Background: an optimization exercise with open tools, aiming at small area. Do not read the settings as production practice.
The RTL was checked by simulation tests, not by an equivalence proof against the original design.
Power figures rest on the tool's default switching activity, not on a simulated workload.

Setup of v30:
==> flow/design.v <==
module dma_copy_ctrl #(
  parameter int N_SLOT = 8,
  parameter int ADDR_W = 40,
  parameter int LEN_W  = 16
) (
  input  logic              clk,
  input  logic              rstn,
  input  logic              cmd_valid,
  input  logic [ADDR_W-1:0] cmd_src,
  input  logic [ADDR_W-1:0] cmd_dst,
  input  logic [LEN_W-1:0]  cmd_beats,
  output logic              cmd_ready,
  output logic              busy,
  output logic              done,
  output logic              err,
  output logic              req_valid,
  output logic [119:0]      req_o,
  input  logic              req_ready,
  input  logic              rsp_valid,
  input  logic [71:0]       rsp_i,
  output logic              rsp_ready
);
  localparam int SW = $clog2(N_SLOT);
  logic              busy_q, done_q, err_q, hold_q;
  logic              h_wr_q;
  logic [SW-1:0]     h_slot_q;
  logic [N_SLOT-1:0] pend_q, data_q;        
  logic [ADDR_W-1:0] src_q, dst_q;
  logic [LEN_W-1:0]  beats_q, rd_iss_q, owr_q;
  logic [LEN_W-1:0]  idx_q [N_SLOT];
  logic [63:0]       dat_q [N_SLOT];
  logic              run, any_free, any_data, all_free, rd_left, wr_ok, rd_ok;
  logic [SW-1:0]     free_s, data_s, sel_s, rsp_s;
  logic              sel_wr, acc, acc_wr, acc_rd, rsp_rd_ok, rsp_ack_ok, start;
  logic [LEN_W-1:0]  off;
  logic [ADDR_W-1:0] base, addr;
  logic [63:0]       wdata;
  assign run       = busy_q & ~done_q;
  assign cmd_ready = ~busy_q;
  assign busy      = busy_q;
  assign done      = done_q;
  assign err       = err_q;
  assign rsp_ready = 1'b1;
  logic [N_SLOT-1:0] free_v, free_oh, data_oh, hold_oh, sel_oh, wsel;
  assign free_v   = ~(pend_q | data_q);
  assign free_oh  = free_v & (~free_v + N_SLOT'(1));
  assign data_oh  = data_q & (~data_q + N_SLOT'(1));
  assign any_free = |free_v;
  assign any_data = |data_q;
  always_comb begin
    free_s = '0;
    data_s = '0;
    for (int i = 0; i < N_SLOT; i++) begin
      if (free_oh[i]) free_s = free_s | SW'(i);
      if (data_oh[i]) data_s = data_s | SW'(i);
    end
  end
  assign hold_oh   = N_SLOT'(1) << h_slot_q;
  assign all_free  = ~|(pend_q | data_q);
  assign rd_left   = rd_iss_q != beats_q;
  assign wr_ok     = run & any_data;
  assign rd_ok     = run & any_free & rd_left;
  assign req_valid = hold_q | wr_ok | rd_ok;
  assign sel_wr    = hold_q ? h_wr_q : wr_ok;
  assign sel_s     = hold_q ? h_slot_q : (wr_ok ? data_s : free_s);
  assign sel_oh    = hold_q ? hold_oh : (wr_ok ? data_oh : free_oh);
  assign wsel      = sel_wr ? sel_oh : '0;
  always_comb begin
    off     = sel_wr ? '0 : rd_iss_q;
    wdata   = '0;
    for (int i = 0; i < N_SLOT; i++) begin
      off     = off | (idx_q[i] & {LEN_W{wsel[i]}});
      wdata   = wdata | (dat_q[i] & {64{wsel[i]}});
    end
  end
  assign base  = sel_wr ? dst_q : src_q;
  logic [LEN_W:0]          lo_sum;
  logic [ADDR_W-LEN_W-4:0] up_p;
  assign lo_sum = {1'b0, base[LEN_W+2:3]} + {1'b0, off};
  always_comb begin
    up_p[0] = 1'b1;
    for (int i = 1; i <= ADDR_W - LEN_W - 4; i++) up_p[i] = up_p[i-1] & base[LEN_W+2+i];
    addr[2:0]          = base[2:0];
    addr[LEN_W+2:3]    = lo_sum[LEN_W-1:0];
    for (int i = 0; i <= ADDR_W - LEN_W - 4; i++)
      addr[LEN_W+3+i] = base[LEN_W+3+i] ^ (lo_sum[LEN_W] & up_p[i]);
  end
  assign req_o = {sel_wr, sel_wr, 3'b000, sel_s, addr, wdata, {8{sel_wr}}};
  assign acc        = req_valid & req_ready;
  assign acc_wr     = acc & sel_wr;
  assign acc_rd     = acc & ~sel_wr;
  assign rsp_s      = rsp_i[65+:SW];
  assign rsp_rd_ok  = rsp_valid & ~rsp_i[0] & ~rsp_i[71] & (rsp_i[70:68] == 3'b000) & pend_q[rsp_s];
  assign rsp_ack_ok = rsp_valid &  rsp_i[0] &  rsp_i[71] & (rsp_i[70:68] == 3'b000) & run & (owr_q != '0);
  assign start      = ~busy_q & cmd_valid;
  logic [LEN_W-1:0] rd_iss_nx, owr_nx;
  logic [LEN_W:0]   rcy, ocy;
  logic             o_up, o_dn;
  assign o_up = acc_wr & ~rsp_ack_ok;
  assign o_dn = rsp_ack_ok & ~acc_wr;
  always_comb begin
    rcy[0] = acc_rd;
    ocy[0] = o_up | o_dn;
    for (int i = 0; i < LEN_W; i++) begin
      rd_iss_nx[i] = rd_iss_q[i] ^ rcy[i];
      rcy[i+1]     = rd_iss_q[i] & rcy[i];
      owr_nx[i]    = owr_q[i] ^ ocy[i];
      ocy[i+1]     = ocy[i] & (owr_q[i] ^ o_dn);
    end
  end
  always_ff @(posedge clk or negedge rstn) begin
    if (!rstn) begin
      busy_q <= 1'b0;
      done_q <= 1'b0;
      err_q  <= 1'b0;
      hold_q <= 1'b0;
      pend_q <= '0;
      data_q <= '0;
    end else begin
      if (start) begin
        busy_q <= 1'b1;
        done_q <= cmd_beats == '0;
      end else if (done_q) begin
        busy_q <= 1'b0;
        done_q <= 1'b0;
      end else if (run && !rd_left && owr_q == '0 && all_free) begin
        done_q <= 1'b1;
      end
      if (start)
        err_q <= 1'b0;
      else if (rsp_valid && !rsp_rd_ok && !rsp_ack_ok)
        err_q <= 1'b1;
      hold_q <= req_valid & ~req_ready;
      for (int i = 0; i < N_SLOT; i++) begin
        if (acc && sel_s == SW'(i)) begin
          pend_q[i] <= ~sel_wr;
          data_q[i] <= 1'b0;
        end
        if (rsp_rd_ok && rsp_s == SW'(i)) begin
          pend_q[i] <= 1'b0;
          data_q[i] <= 1'b1;
        end
      end
    end
  end
  always_ff @(posedge clk) begin
    h_wr_q   <= sel_wr;
    h_slot_q <= sel_s;
    src_q   <= (cmd_src & {ADDR_W{start}}) | (src_q & {ADDR_W{busy_q}});
    dst_q   <= (cmd_dst & {ADDR_W{start}}) | (dst_q & {ADDR_W{busy_q}});
    beats_q <= (cmd_beats & {LEN_W{start}}) | (beats_q & {LEN_W{busy_q}});
    rd_iss_q <= start ? '0 : rd_iss_nx;
    owr_q    <= start ? '0 : owr_nx;
    for (int i = 0; i < N_SLOT; i++) begin
      idx_q[i] <= (rd_iss_q & {LEN_W{acc_rd && sel_s == SW'(i)}}) |
                  (idx_q[i] & {LEN_W{pend_q[i] | data_q[i]}});
      dat_q[i] <= (rsp_i[64:1] & {64{rsp_rd_ok && rsp_s == SW'(i)}}) |
                  (dat_q[i] & {64{data_q[i]}});
    end
  end
endmodule
export LEC_CHECK = 0
export CAP_MARGIN = 20
export CORE_MARGIN = 2
export CORE_UTILIZATION = 70
export CTS_BUF_LIST = sky130_fd_sc_hd__clkbuf_16
export CTS_CLUSTER_DIAMETER = 70
export CTS_CLUSTER_SIZE = 30
export SLEW_MARGIN = 20
export BUFFER_PORTS_ARGS = -buffer_cell sky130_fd_sc_hd__buf_1
create_clock -name core_clock -period 10.0 [get_ports {clk}]
standard.sh (not shown) runs the stock make flow with config.mk's settings and CLKGATE_MAP_FILE= SYNTH_SCRIPT=/design/flow/synth_recipe.tcl, a recipe that flattens the netlist after the stock synthesis.
==> flow/flow/run.sh <==
#!/bin/bash
# The standard layout (standard.sh) with two changes:
#  - synthesis maps the logic with an area-oriented ABC script (flow/abc.script) in place of
#    ORFS's delay-oriented one; everything else in synthesis (registers, naming, flattening)
#    is the standard one, so the registers are the standard synthesis's;
#  - the buffers placed on every input and output port are buf_1 instead of the default cell.
# Each tool's output is kept in logs: standard.log (make), orfs/logs/... (per step).
set -euo pipefail
W=$PWD
rm -rf "$W/scripts_local"
cp -r "$FLOW_HOME/scripts" "$W/scripts_local"
cp "$W/flow/abc.script" "$W/scripts_local/abc_speed.script"
printf '\nexport BUFFER_PORTS_ARGS = -buffer_cell sky130_fd_sc_hd__buf_1\n' >> "$W/config.mk"
bash "$W/standard.sh" SCRIPTS_DIR="$W/scripts_local" finish > "$W/standard.log" 2>&1
==> flow/flow/abc.script <==
strash
&get -n
&st
&dch -f
&nf -R 1000
&put
topo
Relative to v30, the following input files were edited for v5:
# v30
export LEC_CHECK = 0
export CAP_MARGIN = 20
export CORE_MARGIN = 2
export CORE_UTILIZATION = 70
export CTS_BUF_LIST = sky130_fd_sc_hd__clkbuf_16
export CTS_CLUSTER_DIAMETER = 70
export CTS_CLUSTER_SIZE = 30
export SLEW_MARGIN = 20
export BUFFER_PORTS_ARGS = -buffer_cell sky130_fd_sc_hd__buf_1
create_clock -name core_clock -period 10.0 [get_ports {clk}]
# v5
export LEC_CHECK = 0
export CAP_MARGIN = 20
export CORE_MARGIN = 2
export CORE_UTILIZATION = 70
export CTS_BUF_LIST = sky130_fd_sc_hd__clkbuf_16
export CTS_CLUSTER_DIAMETER = 70
export CTS_CLUSTER_SIZE = 30
export SLEW_MARGIN = 20
export BUFFER_PORTS_ARGS = -buffer_cell sky130_fd_sc_hd__buf_1
export CTS_ARGS = -sink_clustering_enable -repair_clock_nets -sink_clustering_size 30 -sink_clustering_max_diameter 70 -buf_list sky130_fd_sc_hd__clkbuf_16 -dont_use_dummy_load
create_clock -name core_clock -period 10.0 [get_ports {clk}]
-- flow/flow/run.sh --
<<< v30, line 2
# The standard layout (standard.sh) with two changes:
>>> v5, line 2
# The standard layout (standard.sh) with these changes:
<<< v30, line 6
#  - the buffers placed on every input and output port are buf_1 instead of the default cell.
# Each tool's output is kept in logs: standard.log (make), orfs/logs/... (per step).
>>> v5, line 6
#  - the buffers placed on every input and output port are buf_1 instead of the default cell;
<<< v30, line 13
printf '\nexport BUFFER_PORTS_ARGS = -buffer_cell sky130_fd_sc_hd__buf_1\n' >> "$W/config.mk"
>>> v5, line 12
cat >> "$W/config.mk" <<'EOC'

export BUFFER_PORTS_ARGS = -buffer_cell sky130_fd_sc_hd__buf_1
export CTS_ARGS = -sink_clustering_enable -repair_clock_nets -sink_clustering_size 30 -sink_clustering_max_diameter 70 -buf_list sky130_fd_sc_hd__clkbuf_16 -dont_use_dummy_load
EOC
[summary]
- [compare] base=v30 new=v5: remaining max-slew budget at the tightest pin dropped 2.2 points; async set-reset flop share out of synthesis held steady.
- Note that the clock power recorded for v30 amounts to 1.12 times the value seen in v5.
- [compare] base=v30 new=v5: global routing usage on met1 lost 1.4 points, switching portion of total power lost 0.53 points, routed wire length neither gained nor lost much.
- Diff v30 -> v5: core occupancy in the finished layout -0.59 points; worst hold slack barely changed.
- Summary: with v30 as the reference, final area in v5 moved down slightly.
- Diff v5..v30 | non-clock buffer share of cell area | negligible
Here is what was changed in the inputs of v36 compared with v5.
# v5
export LEC_CHECK = 0
export CAP_MARGIN = 20
export CORE_MARGIN = 2
export CORE_UTILIZATION = 70
export CTS_BUF_LIST = sky130_fd_sc_hd__clkbuf_16
export CTS_CLUSTER_DIAMETER = 70
export CTS_CLUSTER_SIZE = 30
export SLEW_MARGIN = 20
export BUFFER_PORTS_ARGS = -buffer_cell sky130_fd_sc_hd__buf_1
export CTS_ARGS = -sink_clustering_enable -repair_clock_nets -sink_clustering_size 30 -sink_clustering_max_diameter 70 -buf_list sky130_fd_sc_hd__clkbuf_16 -dont_use_dummy_load
create_clock -name core_clock -period 10.0 [get_ports {clk}]
# v36
export LEC_CHECK = 0
export CAP_MARGIN = 20
export CORE_MARGIN = 2
export CORE_UTILIZATION = 70
export CTS_BUF_LIST = sky130_fd_sc_hd__clkbuf_16
export CTS_CLUSTER_DIAMETER = 70
export CTS_CLUSTER_SIZE = 30
export SLEW_MARGIN = 20
export BUFFER_PORTS_ARGS = -buffer_cell sky130_fd_sc_hd__buf_1
export REMOVE_ABC_BUFFERS = 1
create_clock -name core_clock -period 10.0 [get_ports {clk}]
-- flow/flow/run.sh --
<<< v5, line 6
#  - the buffers placed on every input and output port are buf_1 instead of the default cell;
>>> v36, line 6
#  - floorplan removes synthesis buffers instead of upsizing gates against wire-load
#    estimates (REMOVE_ABC_BUFFERS); timing is repaired later on placed parasitics;
#  - the buffers placed on every input and output port are buf_1 instead of the default cell.
# Each tool's output is kept in logs: standard.log (make), orfs/logs/... (per step).
<<< v5, line 12
cat >> "$W/config.mk" <<'EOC'

export BUFFER_PORTS_ARGS = -buffer_cell sky130_fd_sc_hd__buf_1
export CTS_ARGS = -sink_clustering_enable -repair_clock_nets -sink_clustering_size 30 -sink_clustering_max_diameter 70 -buf_list sky130_fd_sc_hd__clkbuf_16 -dont_use_dummy_load
EOC
>>> v36, line 15
printf '\nexport BUFFER_PORTS_ARGS = -buffer_cell sky130_fd_sc_hd__buf_1\nexport REMOVE_ABC_BUFFERS = 1\n' >> "$W/config.mk"
[summary]
v36: all stages complete, timing, DRC and antenna checks passed. Delta(number of gates resized after CTS, v36 - v5) > 0. On global-route wire length before repair: v36 sits below v5. The final reports for v36 and v5 show share of post-route cells with drive strength above 1 higher in the former. Compared with v5, in v36 setup slack +150 ps; via count -about 1.2%. v36: buffer and inverter count on the worst path 1 below v5. Relative to v5, critical path depth has decreased by about 10% in v36. Between v36 and v5, the number of nets in the final layout does not differ in any meaningful way. Against v5 as the reference, v36 delivers a lower global-route usage.
Modified inputs, v35 compared to v36
# v36
export LEC_CHECK = 0
export CAP_MARGIN = 20
export CORE_MARGIN = 2
export CORE_UTILIZATION = 70
export CTS_BUF_LIST = sky130_fd_sc_hd__clkbuf_16
export CTS_CLUSTER_DIAMETER = 70
export CTS_CLUSTER_SIZE = 30
export SLEW_MARGIN = 20
export BUFFER_PORTS_ARGS = -buffer_cell sky130_fd_sc_hd__buf_1
export REMOVE_ABC_BUFFERS = 1
create_clock -name core_clock -period 10.0 [get_ports {clk}]
# v35
export LEC_CHECK = 0
export CAP_MARGIN = 20
export CORE_MARGIN = 2
export CORE_UTILIZATION = 70
export CTS_BUF_LIST = sky130_fd_sc_hd__clkbuf_8
export CTS_CLUSTER_DIAMETER = 55
export CTS_CLUSTER_SIZE = 18
export SLEW_MARGIN = 20
export BUFFER_PORTS_ARGS = -buffer_cell sky130_fd_sc_hd__buf_1
export CTS_ARGS = -sink_clustering_enable -repair_clock_nets -sink_clustering_size 18 -sink_clustering_max_diameter 55 -buf_list sky130_fd_sc_hd__clkbuf_8 -dont_use_dummy_load
create_clock -name core_clock -period 10.0 [get_ports {clk}]
-- flow/flow/run.sh --
<<< v36, line 6
#  - floorplan removes synthesis buffers instead of upsizing gates against wire-load
#    estimates (REMOVE_ABC_BUFFERS); timing is repaired later on placed parasitics;
#  - the buffers placed on every input and output port are buf_1 instead of the default cell.
# Each tool's output is kept in logs: standard.log (make), orfs/logs/... (per step).
>>> v35, line 6
#  - the buffers placed on every input and output port are buf_1 instead of the default cell;
<<< v36, line 15
printf '\nexport BUFFER_PORTS_ARGS = -buffer_cell sky130_fd_sc_hd__buf_1\nexport REMOVE_ABC_BUFFERS = 1\n' >> "$W/config.mk"
>>> v35, line 12
cat >> "$W/config.mk" <<'EOC'

export BUFFER_PORTS_ARGS = -buffer_cell sky130_fd_sc_hd__buf_1
export CTS_ARGS = -sink_clustering_enable -repair_clock_nets -sink_clustering_size 18 -sink_clustering_max_diameter 55 -buf_list sky130_fd_sc_hd__clkbuf_8 -dont_use_dummy_load
EOC
Count of filler cells inserted in the layout (v35 vs. v36) increases by a few percent. As far as cell depth of the worst hold path goes, v36 and v35 are indistinguishable; the numbers are identical. Changes observed in v35 relative to v36: final worst hold slack fell by 4.6 ps, synthesized cell count stayed essentially flat, overall power fell by about 6%, maximum resistive drop on vdd fell by about 12%, final area fell by about 1.5%. v36 → v35: maximum frequency shows a reduction of 0.74%, clock skew shows an increase of 42 ps, global-route usage shows an increase of 1.1 points.

-- port drivers added, routing unchanged --
In the flow no input, the clock included, has a driving cell. The finished layouts below were timed again as built, in two steps. Step 1 (the two cells are an assumption about what drives the block):
set clk [get_ports {clk}]
set_driving_cell -lib_cell sky130_fd_sc_hd__clkbuf_16 $clk
set_driving_cell -lib_cell sky130_fd_sc_hd__buf_2 [delete_from_list [all_inputs] $clk]
Step 2 also shifts input and output timing later by t, the mid clock arrival at the registers, as if the neighbouring blocks saw the same clock. a / b / c = ideal ports / drivers / drivers and shift; a / b = the first two.
| run | t (ns) | setup slack, ns | worst setup path after step 2 |
|---|---|---|---|
| v30 | 0.649 | 0.416 / 0.355 / 1.004 | register to output |
| v5 | 0.633 | 0.424 / 0.363 / 0.997 | register to output |
| v36 | 0.647 | 0.577 / 0.517 / 1.164 | register to output |
| v35 | 0.734 | 0.507 / 0.448 / 1.182 | register to output |
After both steps every run listed still meets setup and hold.
